What follows belongs to an exercise in optimizing a design on an open flow for small area, a short achievable clock period and few clock cycles per item; a production flow would make more cautious choices.
At most, simulation tests tie the RTL to the original design; equivalence was not proved.

== P ==
## yuv_to_rgb_top
module yuv_to_rgb_top (
	input logic Clock,
	input logic resetn,
	input logic in_valid,
	input csc_pkg::pixel_t in_y_even,
	input csc_pkg::pixel_t in_y_odd,
	input csc_pkg::pixel_t in_u,
	input csc_pkg::pixel_t in_v,
	output logic in_ready,
	output logic out_valid,
	output csc_pkg::word_t out_data,
	input logic out_credit
);
	localparam logic [1:0] PA = 2'd0;
	localparam logic [1:0] PB = 2'd1;
	localparam logic [1:0] PC = 2'd2;
	localparam logic [1:0] T_NONE = 2'd0;
	localparam logic [1:0] T_EVEN = 2'd1;
	localparam logic [1:0] T_ODD = 2'd2;
	logic [3:0][7:0] s_ye;
	logic [3:0][7:0] s_yo;
	logic [3:0][7:0] s_u;
	logic [3:0][7:0] s_v;
	logic wpar;
	logic [1:0] widx;
	logic rpar;
	logic [1:0] rk;
	logic [1:0] rph;
	logic [2:0] cred;
	logic stall;
	logic [26:0] pre_u;
	logic [26:0] pre_v;
	logic [7:0] yo_r;
	logic [18:0] fcs;
	logic [8:0] fu;
	logic oiss;
	logic [1:0] t1;
	logic [7:0] y1;
	logic [8:0] ub1;
	logic [8:0] vb1;
	logic [1:0] t2;
	logic [22:0] pr2;
	logic [22:0] pg2;
	logic [22:0] pb2;
	logic [1:0] t3;
	logic [7:0] r3;
	logic [7:0] g3;
	logic [7:0] b3;
	logic [7:0] bh;
	logic pend;
	logic v4;
	logic accept;
	logic start_ok;
	logic op_valid;
	logic go;
	logic [1:0] tag_r;
	logic wpar_n;
	logic [1:0] widx_n;
	logic rpar_n;
	logic [1:0] rk_n;
	logic [1:0] rph_n;
	logic [2:0] cred_n;
	logic v4_n;
	logic stall_n;
	logic free_n;
	logic [26:0] tap_u;
	logic [26:0] tap_v;
	logic [18:0] fir_cs;
	logic [8:0] fir_out;
	logic [22:0] lpr;
	logic [22:0] lpg;
	logic [22:0] lpb;
	logic [7:0] lr;
	logic [7:0] lg;
	logic [7:0] lb;
	assign accept = in_valid && in_ready;
	assign start_ok = (rk != 2'd0) || (wpar != rpar);
	assign op_valid = (rph != PA) || start_ok;
	assign go = op_valid && !stall;
	assign tag_r = oiss ? T_ODD : (go && rph == PC) ? T_EVEN : T_NONE;
	always_comb begin
		wpar_n = wpar;
		widx_n = widx;
		if (accept) begin
			widx_n = widx + 2'd1;
			if (widx == 2'd3)
				wpar_n = !wpar;
		end
		rpar_n = rpar;
		rk_n = rk;
		rph_n = rph;
		if (go) begin
			case (rph)
				PA: rph_n = PB;
				PB: rph_n = PC;
				default: begin
					rph_n = PA;
					rk_n = rk + 2'd1;
					if (rk == 2'd3)
						rpar_n = !rpar;
				end
			endcase
		end
  ...
For scale: ~2500 cells after synthesis, roughly 54 I/O pins, about 28000 um2 of cells after synthesis.
make LEC_CHECK=0 CAP_MARGIN=20 CORE_MARGIN=2 CORE_UTILIZATION=40 SLEW_MARGIN=20 finish   # period 9.0 ns
run.sh (not shown) runs the stock make flow with config.mk's settings and CLKGATE_MAP_FILE= SYNTH_SCRIPT=/design/flow/synth_recipe.tcl, a recipe that flattens the netlist after the stock synthesis.
The flow did not stop early for P: all stages ran, and the layout cleared the timing, DRC and antenna checks.
The following lists how Q was set up differently from P:
- SETUP_SLACK_MARGIN: unset -> 5
--- outcome ---
Against P as the reference, Q delivers a lower critical path depth. Looking at launch point of the worst path, the y1[5] result is from P; the y1[2] one comes from Q. Lower via count of the first global-routing pass among P and Q: P. Wire length per cell in Q is 0.35% lower than in P. On global-route usage, Q tracks P almost exactly.
No functional check of the RTL was part of any run of this note.


== old ==
Another version of the RTL of yuv_to_rgb_top (not shown whole).
Size: about 2500 cells after synthesis, about 0.027 mm² of cells after synthesis.
Settings: LEC_CHECK=0, CAP_MARGIN=20, CORE_MARGIN=2, CORE_UTILIZATION=65, SETUP_SLACK_MARGIN=5, SLEW_MARGIN=20; clock period 9.0 ns.
standard.sh (not shown) runs the stock make flow with config.mk's settings and CLKGATE_MAP_FILE= SYNTH_SCRIPT=/design/flow/synth_recipe.tcl, a recipe that flattens the netlist after the stock synthesis.
==> flow/flow/run.sh <==
#!/bin/bash
# Own flow: the standard synthesis, then inverters around full adders removed
# (flow/fixinv.py, checked for equivalence with Yosys), then the standard
# layout with timing repair aiming past the clock period.
set -euo pipefail
MARGIN=5.8
R=orfs/results/sky130hd/yuv_to_rgb_top/base
bash standard.sh synth > synth.log 2>&1
cp $R/1_2_yosys.v yosys_before_fixinv.v.log
python3 flow/fixinv.py $R/1_2_yosys.v fixinv_out.v > fixinv.log 2>&1
LIB=$FLOW_HOME/platforms/sky130hd/lib/sky130_fd_sc_hd__tt_025C_1v80.lib
cat > fixinv_equiv.ys <<EOS
read_liberty -ignore_miss_func $LIB
read_verilog yosys_before_fixinv.v.log
rename $FLOW_TOP gold
read_verilog fixinv_out.v
rename $FLOW_TOP gate
hierarchy -check
flatten
rename -hide gold/w:_*
rename -hide gate/w:_*
async2sync
equiv_make gold gate eq
hierarchy -top eq
equiv_simple
equiv_induct
equiv_status -assert
EOS
if yosys -q -s fixinv_equiv.ys > fixinv_equiv.log 2>&1; then
  cp fixinv_out.v $R/1_2_yosys.v
  echo "fixinv: equivalent, netlist replaced" >> fixinv.log
else
  echo "fixinv: not proven equivalent, netlist kept" >> fixinv.log
fi
bash standard.sh SETUP_SLACK_MARGIN=$MARGIN "BUFFER_PORTS_ARGS=-buffer_cell sky130_fd_sc_hd__buf_4" finish > finish.log 2>&1
Other scripts of this flow, unchanged in this note and not shown: flow/flow/fixinv.py
Testbench counts of old, summed over its fixed seeds: cycles 4,680, pairs 1,536.
Edits applied to the flow inputs when going from old to new:
Settings: an added CTS_BUF_LIST of sky130_fd_sc_hd__clkbuf_4 sky130_fd_sc_hd__clkbuf_8.
--- outcome ---
Worst hold slack (higher): new
A highest metal layer with signal wires of met4 is what old shows, while met5 belongs to new.
Via count of the first global-routing pass: new vs old, no meaningful difference
[compare] base=old new=new: utilization now smaller, routed via count comparable, number of buffers outside the clock class in the layout now smaller, register-to-register slack now larger.
Compared with old, new shows final instance area that has gone down slightly.
Delta (new minus old): wire length lower; first-pass GRT wire length fell by about 1.1%.


run A:
Another version of the RTL of yuv_to_rgb_top (not shown whole).
Size: about 54 I/O pins, about 27,000 um2 of cells after synthesis.
==> flow/config.mk <==
export PLATFORM = sky130hd
export DESIGN_NAME = yuv_to_rgb_top
export DESIGN_NICKNAME = yuv_to_rgb_top
export VERILOG_FILES = /design/flow/design.v
export SDC_FILE = /design/flow/constraint.sdc
export NUM_CORES = 4
export LEC_CHECK = 0
export CAP_MARGIN = 20
export CORE_MARGIN = 2
export CORE_UTILIZATION = 65
export CTS_BUF_LIST = sky130_fd_sc_hd__clkbuf_4 sky130_fd_sc_hd__clkbuf_8
export SETUP_SLACK_MARGIN = 5
export SLEW_MARGIN = 20
==> flow/constraint.sdc <==
create_clock -name core_clock -period 9.0 [get_ports {Clock}]
set_input_delay 1.8000 -clock core_clock [delete_from_list [all_inputs] [get_ports {Clock}]]
set_output_delay 1.8000 -clock core_clock [all_outputs]
set_load 0.01 [all_outputs]
Scripts as last shown in full above: flow/flow/run.sh
Other scripts of this flow, unchanged in this note and not shown: flow/flow/fixinv.py
Testbench counts of run A, summed over its fixed seeds: cycles 4,680, pairs 1,536.
## Diff of input files: run B against run A
Settings: a change of CTS_BUF_LIST from sky130_fd_sc_hd__clkbuf_4 sky130_fd_sc_hd__clkbuf_8 to sky130_fd_sc_hd__clkbuf_8; an added CTS_CLUSTER_SIZE of 17; an added CTS_CLUSTER_DIAMETER of 55.
Notes after the runs:
- [compare] base=run A new=run B: setup slack picked up an extra 0.036 ns; utilization after layout lost 0.51 points; minimum clock period after layout lost 0.036 ns.
- Lower detailed-route vias per instance was reported by run A, not run B.
- Re routed length on met1: run B is 0.58% down on run A.
#### Input delta (run C over run B)
Settings: a change of CTS_CLUSTER_DIAMETER from 55 to 50; a change of CTS_CLUSTER_SIZE from 17 to 14; an added PLACE_DENSITY of 0.7.
### Flow results
- On post-CTS clock slew at the launch and capture registers of the worst setup and hold paths, run C and run B are neck and neck.
- In the reports for run C and run B, the smaller total of clock buffers placed in the layout belongs to run B.
- Run C and run B ended up with roughly the same number of standard cells in the layout, taps in and fillers out.
- After detailed routing, run B needs more wire than run C.
- On via count, run C and run B are basically level.
- Run C reports its worst setup path endpoint as fcs[0] while run B reports pg2[0].
- In run C, the non-clock buffer share of cell area came out 0.41 points below the value in run B.
- Delta (run C minus run B): upper clock frequency limit picked up an extra 1.1 MHz, critical path depth shows a reduction of 2.

## port drivers added, routing unchanged
The flow's constraints put no driver on any port. The routed layouts listed below were extracted and timed again, unchanged, in two steps.
Step 1, drivers: a clkbuf_16 drives Clock and a buf_2 each remaining input, both assumed.
Step 2 adds t to the input delays and takes it off the output delays; t is the mean of the earliest and latest rising clock arrival at the registers after step 1. Input paths then give back, and output paths get back, about the clock's delay inside the block.
Three values: ideal, step 1, step 2; two values: the first two.
run | t, ns | setup WS [ns] | worst register clock-pin slew, ns
P | 0.637 | 4.263 / 4.263 / 4.263 | 0.07 / 0.07
Q | 0.645 | 5.135 / 5.135 / 4.786 | 0.06 / 0.06
old | 0.622 | 5.557 / 5.557 / 5.557 | 0.07 / 0.07
new | 0.716 | 5.681 / 5.681 / 5.681 | 0.07 / 0.07
run A | 0.683 | 5.601 / 5.601 / 5.601 | 0.07 / 0.07
run B | 0.698 | 5.638 / 5.638 / 5.638 | 0.11 / 0.11
run C | 0.707 | 5.649 / 5.649 / 5.649 | 0.09 / 0.09
After both steps setup and hold are still met in every run listed. For Q, which loses most, drivers alone change the setup slack by 0.000 ns; drivers and shift together by -0.349 ns.
